Background: an optimization exercise with open tools, aiming at small area, a short achievable clock period and few clock cycles per item. Do not read the settings as production practice.
Where RTL was checked, it was by simulation tests only, not by an equivalence proof against the original.

Setup of exp/pepper:
Design calendar_day_difference, start of the top module:
module calendar_day_difference
(
  input  logic              clk,
  input  logic              rst_n,
  input  logic              start,
  output logic              busy,
  input  logic [DayW-1:0]   in_first_day,
  input  logic [MonW-1:0]   in_first_month,
  input  logic [YearW-1:0]  in_first_year,
  input  logic [DayW-1:0]   in_second_day,
  input  logic [MonW-1:0]   in_second_month,
  input  logic [YearW-1:0]  in_second_year,
  output logic              out_valid,
  output logic [CountW-1:0] out_day_count
);
  localparam int SumW  = 24;                     
  localparam int SmOff = 4095 + 511 + 31;        
  localparam int LsOff = 255 + 63 + 31;          
  localparam int Y5Off = 5 * 16383;              
  localparam int KBase = -73 * Y5Off - SmOff - LsOff - 1;
  assign busy = 1'b0;
  logic [DayW-1:0]  in_day  [2];
  logic [MonW-1:0]  in_mon  [2];
  logic [YearW-1:0] in_year [2];
  assign in_day[0]  = in_first_day;
  assign in_mon[0]  = in_first_month;
  assign in_year[0] = in_first_year;
  ...
Size: ~190 flip-flops, ~73 I/O pins, roughly 0.014 mm² of cells after synthesis.
==> flow/config.mk <==
export PLATFORM = sky130hd
export DESIGN_NAME = calendar_day_difference
export DESIGN_NICKNAME = calendar_day_difference
export VERILOG_FILES = /design/flow/design.v
export SDC_FILE = /design/flow/constraint.sdc
export NUM_CORES = 4
export LEC_CHECK = 0
export CAP_MARGIN = 20
export CORE_MARGIN = 2
export CORE_UTILIZATION = 40
export SETUP_SLACK_MARGIN = 5
export SLEW_MARGIN = 20
==> flow/constraint.sdc <==
create_clock -name core_clock -period 9.5 [get_ports {clk}]
set_input_delay 1.9000 -clock core_clock [delete_from_list [all_inputs] [get_ports {clk}]]
set_output_delay 1.9000 -clock core_clock [all_outputs]
set_load 0.01 [all_outputs]
standard.sh (not shown) runs the stock make flow with config.mk's settings and CLKGATE_MAP_FILE= SYNTH_SCRIPT=/design/flow/synth_recipe.tcl, a recipe that flattens the netlist after the stock synthesis.
==> flow/flow/run.sh <==
#!/bin/bash
# The standard layout (standard.sh, unchanged), except that the port
# buffers are made as sky130_fd_sc_hd__buf_1 rather than buffer_ports'
# default pick (a delay cell). make's full output goes to standard.log here;
# each ORFS step also keeps its own log under orfs/logs.
set -euo pipefail
export BUFFER_PORTS_ARGS="-buffer_cell sky130_fd_sc_hd__buf_1"
bash standard.sh > standard.log 2>&1
Testbench counts of exp/pepper, summed over its fixed seeds: cycles 16,040, items 16,000.
--- input diff exp/pepper..exp/juniper ---
diff --git a/flow/design.v b/flow/design.v
--- a/flow/design.v
+++ b/flow/design.v
@@ -18,13 +18,13 @@
   input  logic [MonW-1:0]   in_second_month,
   input  logic [YearW-1:0]  in_second_year,
   output logic              out_valid,
   output logic [CountW-1:0] out_day_count
 );
   localparam int SumW  = 24;                     
-  localparam int SmOff = 4095 + 511 + 31;        
+  localparam int SmOff = 4095 + 1023;            
   localparam int LsOff = 255 + 63 + 31;          
   localparam int Y5Off = 5 * 16383;              
   localparam int KBase = -73 * Y5Off - SmOff - LsOff - 1;
   assign busy = 1'b0;
   logic [DayW-1:0]  in_day  [2];
   logic [MonW-1:0]  in_mon  [2];
@@ -33,14 +33,13 @@
   assign in_mon[0]  = in_first_month;
   assign in_year[0] = in_first_year;
   assign in_day[1]  = in_second_day;
   assign in_mon[1]  = in_second_month;
   assign in_year[1] = in_second_year;
   logic [YearW-1:0] s0_year_r [2];
-  logic [8:0]       s0_mst_r  [2];    
-  logic [DayW-1:0]  s0_day_r  [2];
+  logic [9:0]       s0_md_r   [2];    
   logic [3:0]       s0_fl_r   [2];    
   for (genvar i = 0; i < 2; i++) begin : g_in
     logic [8:0] mst;
     logic       early, f29, c29, c30;
     always_comb begin
       mst =
@@ -61,14 +60,13 @@
       c30   = (in_day[i] == 5'd31) &
               ((in_mon[i] == 4'd2) | (in_mon[i] == 4'd4) | (in_mon[i] == 4'd6) |
                (in_mon[i] == 4'd9) | (in_mon[i] == 4'd11));
     end
     always_ff @(posedge clk) begin
       s0_year_r[i] <= (in_year[i] == '0) ? YearW'(2000) : in_year[i];
-      s0_mst_r[i]  <= mst;
-      s0_day_r[i]  <= in_day[i];
+      s0_md_r[i]   <= 10'(mst) + 10'(in_day[i]);
       s0_fl_r[i]   <= {c30, c29, f29, early};
     end
   end
   logic [7:0] qc  [2];    
   logic [1:0] lpt [2];    
   for (genvar i = 0; i < 2; i++) begin : g_date
@@ -84,43 +82,35 @@
   logic [17:0] s1_y5_nxt;      
   logic [13:0] s1_small_nxt;   
   always_comb begin
     logic [11:0] nx1;
     logic [YearW-1:0] ny1;
     logic [17:0] ya1, ya2, yb1, yb2, ys1, yc1, ys2, yc2;
-    logic [8:0]  nm1;
-    logic [4:0]  nd1;
-    logic [13:0] m1, m2, m3, m4, m5, m6, ms1, mc1, ms2, mc2, ms3, mc3, ms4, mc4;
+    logic [9:0]  nmd1;
+    logic [13:0] m1, m2, m3, m4, ms1, mc1, ms2, mc2;
     ny1 = ~s0_year_r[1];
     ya1 = 18'(s0_year_r[0]);
     ya2 = 18'(s0_year_r[0]) << 2;
     yb1 = 18'(ny1);
     yb2 = 18'(ny1) << 2;
     ys1 = ya1 ^ ya2 ^ yb1;
     yc1 = ((ya1 & ya2) | (ya1 & yb1) | (ya2 & yb1)) << 1;
     ys2 = ys1 ^ yc1 ^ yb2;
     yc2 = ((ys1 & yc1) | (ys1 & yb2) | (yc1 & yb2)) << 1;
     s1_y5_nxt = ys2 + yc2;
     nx1 = ~s0_year_r[1][YearW-1:2];
-    nm1 = ~s0_mst_r[1];
-    nd1 = ~s0_day_r[1];
+    nmd1 = ~s0_md_r[1];
     m1  = 14'(s0_year_r[0][YearW-1:2]);
     m2  = 14'(nx1);
-    m3  = 14'(s0_mst_r[0]);
-    m4  = 14'(nm1);
-    m5  = 14'(s0_day_r[0]);
-    m6  = 14'(nd1);
+    m3  = 14'(s0_md_r[0]);
+    m4  = 14'(nmd1);
     ms1 = m1 ^ m2 ^ m3;
     mc1 = ((m1 & m2) | (m1 & m3) | (m2 & m3)) << 1;
-    ms2 = m4 ^ m5 ^ m6;
-    mc2 = ((m4 & m5) | (m4 & m6) | (m5 & m6)) << 1;
-    ms3 = ms1 ^ mc1 ^ ms2;
-    mc3 = ((ms1 & mc1) | (ms1 & ms2) | (mc1 & ms2)) << 1;
-    ms4 = ms3 ^ mc3 ^ mc2;
-    mc4 = ((ms3 & mc3) | (ms3 & mc2) | (mc3 & mc2)) << 1;
-    s1_small_nxt = ms4 + mc4;
+    ms2 = ms1 ^ mc1 ^ m4;
+    mc2 = ((ms1 & mc1) | (ms1 & m4) | (mc1 & m4)) << 1;
+    s1_small_nxt = ms2 + mc2;
   end
   logic [17:0] s1_y5_r;
   logic [13:0] s1_small_r;
   logic [7:0]  s1_qc_r  [2];
   logic [1:0]  s1_lpt_r [2];
   logic [3:0]  s1_fl_r  [2];
==> run notes <==
The starting utilization of the core area on exp/pepper is in line with that on exp/juniper. Per the comparison of exp/juniper with exp/pepper, register-to-register slack saw an increase. Delta(detailed-routed wire length on met2, exp/juniper - exp/pepper) < 0. Re number of vias in the routed layout: exp/pepper was lower than exp/juniper. Distinct cell type count of the synthesized netlist | exp/juniper above exp/pepper. Against exp/pepper as the reference, exp/juniper delivers a higher final non-filler cell total. Summary: with exp/pepper as the reference, average size of a mapped cell in exp/juniper moved down slightly. exp/pepper has a higher sequential share of cell area than exp/juniper. Any difference in wire length between exp/juniper and exp/pepper is small enough to ignore. In the tables for exp/juniper and exp/pepper, number of non-clock buffers reads higher with exp/juniper. On die area, exp/juniper does worse than exp/pepper. exp/juniper vs. exp/pepper: final worst-path setup slack saw an increase, register area share after synthesis saw a decrease.
Testbench counts of exp/juniper, summed over its fixed seeds: cycles 16,040, items 16,000.


The RTL this note starts from:
==> flow/design.v <==
package cdd_pkg;
  localparam int DayW   = 5;
  localparam int MonW   = 4;
  localparam int YearW  = 14;
  localparam int CountW = 22;
endpackage
import cdd_pkg::*;
module calendar_day_difference
(
  input  logic              clk,
  input  logic              rst_n,
  input  logic              start,
  output logic              busy,
  input  logic [DayW-1:0]   in_first_day,
  input  logic [MonW-1:0]   in_first_month,
  input  logic [YearW-1:0]  in_first_year,
  input  logic [DayW-1:0]   in_second_day,
  input  logic [MonW-1:0]   in_second_month,
  input  logic [YearW-1:0]  in_second_year,
  output logic              out_valid,
  output logic [CountW-1:0] out_day_count
);
  localparam int SumW  = 24;                     
  localparam int SmOff = 4095 + 511 + 31;        
  localparam int LsOff = 255 + 63 + 31;          
  localparam int Y5Off = 5 * 16383;              
  localparam int KBase = -73 * Y5Off - SmOff - LsOff - 1;
  assign busy = 1'b0;
  logic [DayW-1:0]  in_day  [2];
  logic [MonW-1:0]  in_mon  [2];
  logic [YearW-1:0] in_year [2];
  assign in_day[0]  = in_first_day;
  assign in_mon[0]  = in_first_month;
  assign in_year[0] = in_first_year;
  assign in_day[1]  = in_second_day;
  assign in_mon[1]  = in_second_month;
  assign in_year[1] = in_second_year;
  logic [YearW-1:0] s0_year_r [2];
  logic [8:0]       s0_mst_r  [2];    
  logic [DayW-1:0]  s0_day_r  [2];
  logic [3:0]       s0_fl_r   [2];    
  for (genvar i = 0; i < 2; i++) begin : g_in
    logic [8:0] mst;
    logic       early, f29, c29, c30;
    always_comb begin
      mst =
        (in_mon[i] == 4'd2) ? 9'd31 :
        (in_mon[i] == 4'd3) ? 9'd59 :
        (in_mon[i] == 4'd4) ? 9'd90 :
        (in_mon[i] == 4'd5) ? 9'd120 :
        (in_mon[i] == 4'd6) ? 9'd151 :
        (in_mon[i] == 4'd7) ? 9'd181 :
        (in_mon[i] == 4'd8) ? 9'd212 :
        (in_mon[i] == 4'd9) ? 9'd243 :
        (in_mon[i] == 4'd10) ? 9'd273 :
        (in_mon[i] == 4'd11) ? 9'd304 :
        (in_mon[i] == 4'd12) ? 9'd334 : 9'd0;
      early = (in_mon[i] <= 4'd2) | (in_mon[i] >= 4'd13);
      f29   = (in_mon[i] == 4'd2) & (in_day[i] == 5'd29);
      c29   = (in_mon[i] == 4'd2) & (in_day[i] == 5'd30);
      c30   = (in_day[i] == 5'd31) &
              ((in_mon[i] == 4'd2) | (in_mon[i] == 4'd4) | (in_mon[i] == 4'd6) |
               (in_mon[i] == 4'd9) | (in_mon[i] == 4'd11));
    end
    always_ff @(posedge clk) begin
      s0_year_r[i] <= (in_year[i] == '0) ? YearW'(2000) : in_year[i];
      s0_mst_r[i]  <= mst;
      s0_day_r[i]  <= in_day[i];
      s0_fl_r[i]   <= {c30, c29, f29, early};
    end
  end
  logic [7:0] qc  [2];    
  logic [1:0] lpt [2];    
  for (genvar i = 0; i < 2; i++) begin : g_date
    logic [25:0] prod;      
    logic [11:0] qx;
    always_comb begin
      qx     = s0_year_r[i][YearW-1:2];
      prod   = (26'(qx) << 10) + (26'(qx) << 8) + (26'(qx) << 5) - 26'(qx);
      qc[i]  = prod[22:15];
      lpt[i] = {prod[14:8] < 7'd5, s0_year_r[i][1:0] == 2'b00};
    end
  end
  logic [17:0] s1_y5_nxt;      
  logic [13:0] s1_small_nxt;   
  always_comb begin
    logic [11:0] nx1;
    logic [YearW-1:0] ny1;
    logic [17:0] ya1, ya2, yb1, yb2, ys1, yc1, ys2, yc2;
    logic [8:0]  nm1;
    logic [4:0]  nd1;
    logic [13:0] m1, m2, m3, m4, m5, m6, ms1, mc1, ms2, mc2, ms3, mc3, ms4, mc4;
    ny1 = ~s0_year_r[1];
    ya1 = 18'(s0_year_r[0]);
    ya2 = 18'(s0_year_r[0]) << 2;
    yb1 = 18'(ny1);
    yb2 = 18'(ny1) << 2;
    ys1 = ya1 ^ ya2 ^ yb1;
    yc1 = ((ya1 & ya2) | (ya1 & yb1) | (ya2 & yb1)) << 1;
    ys2 = ys1 ^ yc1 ^ yb2;
    yc2 = ((ys1 & yc1) | (ys1 & yb2) | (yc1 & yb2)) << 1;
    s1_y5_nxt = ys2 + yc2;
    nx1 = ~s0_year_r[1][YearW-1:2];
    nm1 = ~s0_mst_r[1];
    nd1 = ~s0_day_r[1];
    m1  = 14'(s0_year_r[0][YearW-1:2]);
    m2  = 14'(nx1);
    m3  = 14'(s0_mst_r[0]);
    m4  = 14'(nm1);
    m5  = 14'(s0_day_r[0]);
    m6  = 14'(nd1);
    ms1 = m1 ^ m2 ^ m3;
    mc1 = ((m1 & m2) | (m1 & m3) | (m2 & m3)) << 1;
    ms2 = m4 ^ m5 ^ m6;
    mc2 = ((m4 & m5) | (m4 & m6) | (m5 & m6)) << 1;
    ms3 = ms1 ^ mc1 ^ ms2;
    mc3 = ((ms1 & mc1) | (ms1 & ms2) | (mc1 & ms2)) << 1;
    ms4 = ms3 ^ mc3 ^ mc2;
    mc4 = ((ms3 & mc3) | (ms3 & mc2) | (mc3 & mc2)) << 1;
    s1_small_nxt = ms4 + mc4;
  end
  logic [17:0] s1_y5_r;
  logic [13:0] s1_small_r;
  logic [7:0]  s1_qc_r  [2];
  logic [1:0]  s1_lpt_r [2];
  logic [3:0]  s1_fl_r  [2];
  always_ff @(posedge clk) begin
    s1_y5_r    <= s1_y5_nxt;
    s1_small_r <= s1_small_nxt;
    for (int i = 0; i < 2; i++) begin
      s1_qc_r[i]  <= qc[i];
      s1_lpt_r[i] <= lpt[i];
      s1_fl_r[i]  <= s0_fl_r[i];
    end
  end
  logic [2:0] cv [2];     
  for (genvar i = 0; i < 2; i++) begin : g_corr
    logic leap, c1, c28, c29, c30;
    always_comb begin
      leap = s1_lpt_r[i][0] & (~s1_lpt_r[i][1] | (s1_qc_r[i][1:0] == 2'b00));
      c1    = s1_fl_r[i][0] & leap;
      c28   = s1_fl_r[i][1] & ~leap;
      c29   = s1_fl_r[i][2];
      c30   = s1_fl_r[i][3];
      cv[i] = {c28 | c29 | c30, c30 | (c29 & c1), c1 ^ c29};
    end
  end
  logic [SumW-1:0] s2_ysum_nxt;
  logic [9:0]      s2_lsum_nxt;
  always_comb begin
    logic [SumW-1:0] r1, r2, r3, r4, kk, ts1, tc1, ts2, tc2, ts3, tc3;
    logic [7:0]      nq0;
    logic [5:0]      nq1;
    logic [4:0]      cpos, cneg;
    logic [9:0]      l1, l2, l3, l4, l5, l6, ls1, lc1, ls2, lc2, ls3, lc3, ls4, lc4;
    r1  = SumW'(s1_y5_r);
    r2  = SumW'(s1_y5_r) << 3;
    r3  = SumW'(s1_y5_r) << 6;
    r4  = SumW'(s1_small_r);
    kk  = SumW'(KBase);
    ts1 = r1 ^ r2 ^ r3;
    tc1 = ((r1 & r2) | (r1 & r3) | (r2 & r3)) << 1;
    ts2 = ts1 ^ tc1 ^ r4;
    tc2 = ((ts1 & tc1) | (ts1 & r4) | (tc1 & r4)) << 1;
    ts3 = ts2 ^ tc2 ^ kk;
    tc3 = ((ts2 & tc2) | (ts2 & kk) | (tc2 & kk)) << 1;
    s2_ysum_nxt = ts3 + tc3;
    nq0  = ~s1_qc_r[0];
    nq1  = ~s1_qc_r[1][7:2];
    cpos = {cv[1][2], cv[1][2], cv[1][2], cv[1][1:0]};
    cneg = ~{cv[0][2], cv[0][2], cv[0][2], cv[0][1:0]};
    l1  = 10'(nq0);
    l2  = 10'(s1_qc_r[0][7:2]);
    l3  = 10'(s1_qc_r[1]);
    l4  = 10'(nq1);
    l5  = 10'(cpos);
    l6  = 10'(cneg);
    ls1 = l1 ^ l2 ^ l3;
    lc1 = ((l1 & l2) | (l1 & l3) | (l2 & l3)) << 1;
    ls2 = ls1 ^ lc1 ^ l4;
    lc2 = ((ls1 & lc1) | (ls1 & l4) | (lc1 & l4)) << 1;
    ls3 = ls2 ^ lc2 ^ l5;
    lc3 = ((ls2 & lc2) | (ls2 & l5) | (lc2 & l5)) << 1;
    ls4 = ls3 ^ lc3 ^ l6;
    lc4 = ((ls3 & lc3) | (ls3 & l6) | (lc3 & l6)) << 1;
    s2_lsum_nxt = ls4 + lc4;
  end
  logic [SumW-1:0] s2_ysum_r;
  logic [9:0]      s2_lsum_r;
  always_ff @(posedge clk) begin
    s2_ysum_r <= s2_ysum_nxt;
    s2_lsum_r <= s2_lsum_nxt;
  end
  logic [CountW:0] s3_mag_nxt;
  always_comb begin
    logic [SumW-1:0] lsx, mag;
    logic [10:0]     low;
    logic [SumW:0]   sum;
    logic            sgn;
    lsx = SumW'(s2_lsum_r);
    low = {1'b0, s2_ysum_r[9:0]} + {1'b0, s2_lsum_r} + 11'd1;
    sgn = s2_ysum_r[SumW-1] & ~((&s2_ysum_r[SumW-1:10]) & low[10]);
    sum = {s2_ysum_r, ~sgn} + {lsx, ~sgn};
    mag = sum[SumW:1] ^ {SumW{sgn}};
    s3_mag_nxt = mag[CountW:0];
  end
  logic [CountW:0] s3_mag_r;
  always_ff @(posedge clk) begin
    s3_mag_r <= s3_mag_nxt;
  end
  logic s0_vld_r, s1_vld_r, s2_vld_r, s3_vld_r;
  always_ff @(posedge clk) begin
    if (!rst_n) begin
      s0_vld_r <= 1'b0;
      s1_vld_r <= 1'b0;
      s2_vld_r <= 1'b0;
      s3_vld_r <= 1'b0;
    end else begin
      s0_vld_r <= start;
      s1_vld_r <= s0_vld_r;
      s2_vld_r <= s1_vld_r;
      s3_vld_r <= s2_vld_r;
    end
  end
  assign out_valid     = s3_vld_r;
  assign out_day_count = s3_mag_r[CountW] ? {CountW{1'b1}} : s3_mag_r[CountW-1:0];
endmodule
clock: 9.5 ns
lec_check: 0
cap_margin: 20
core_margin: 2
core_utilization: 40
setup_slack_margin: 5
slew_margin: 20
run.sh (not shown) runs the stock make flow with config.mk's settings and CLKGATE_MAP_FILE= SYNTH_SCRIPT=/design/flow/synth_recipe.tcl, a recipe that flattens the netlist after the stock synthesis.
Stock flow here: none of the scripts above is used.
The starting point passed the timing, design-rule and antenna checks.
Then changed:
--- a/flow/design.v
+++ b/flow/design.v
@@ -176,14 +176,14 @@
     l5  = 10'(cpos);
     l6  = 10'(cneg);
     ls1 = l1 ^ l2 ^ l3;
     lc1 = ((l1 & l2) | (l1 & l3) | (l2 & l3)) << 1;
-    ls2 = ls1 ^ lc1 ^ l4;
-    lc2 = ((ls1 & lc1) | (ls1 & l4) | (lc1 & l4)) << 1;
-    ls3 = ls2 ^ lc2 ^ l5;
-    lc3 = ((ls2 & lc2) | (ls2 & l5) | (lc2 & l5)) << 1;
-    ls4 = ls3 ^ lc3 ^ l6;
-    lc4 = ((ls3 & lc3) | (ls3 & l6) | (lc3 & l6)) << 1;
+    ls2 = l4 ^ l5 ^ l6;
+    lc2 = ((l4 & l5) | (l4 & l6) | (l5 & l6)) << 1;
+    ls3 = ls1 ^ lc1 ^ ls2;
+    lc3 = ((ls1 & lc1) | (ls1 & ls2) | (lc1 & ls2)) << 1;
+    ls4 = ls3 ^ lc3 ^ lc2;
+    lc4 = ((ls3 & lc3) | (ls3 & lc2) | (lc3 & lc2)) << 1;
     s2_lsum_nxt = ls4 + lc4;
   end
   logic [SumW-1:0] s2_ysum_r;
   logic [9:0]      s2_lsum_r;
The new run finished with timing, DRC and antenna clean.
Worst hold slack is about the same.
Cell count is higher by 1.7%.
Critical path depth goes up by 1.
Setup slack improves by 240 ps.
Testbench counts after the change, summed over its fixed seeds: cycles 16,040, items 16,000.
For the first run of this note, only the layout was checked, not whether the RTL still works.

## re-timing with driven ports
No port has a modelled driver above. Below, the same layouts with a new extraction and two added sets of constraints. Step 1 (the two cells are an assumption about what drives the block):
set clk [get_ports {clk}]
set_driving_cell -lib_cell sky130_fd_sc_hd__clkbuf_16 $clk
set_driving_cell -lib_cell sky130_fd_sc_hd__buf_2 [delete_from_list [all_inputs] $clk]
Step 2 adds t to the input delays and takes it off the output delays; t is the mean of the earliest and latest rising clock arrival at the registers after step 1. Input paths then give back, and output paths get back, about the clock's delay inside the block. Slacks: ideal / step 1 / step 2; pairs: ideal / step 1.
run | t (ns) | slack for setup (ns) | hold WS [ns] | worst setup path at the end
exp/pepper | 0.482 | 5.350 / 5.350 / 5.350 | 0.335 / 0.335 / 0.335 | register to register
exp/juniper | 0.493 | 5.474 / 5.474 / 5.172 | 0.328 / 0.328 / 0.328 | input to register
the first run of note 2 | 0.486 | 5.173 / 5.173 / 5.173 | 0.328 / 0.328 / 0.328 | register to register
the second run of note 2 | 0.476 | 5.414 / 5.414 / 5.414 | 0.331 / 0.331 / 0.331 | register to register
After both steps setup and hold are still met in every run listed. The setup slack of exp/juniper, which loses most, moves by 0.000 ns with the drivers and by -0.302 ns with both steps.
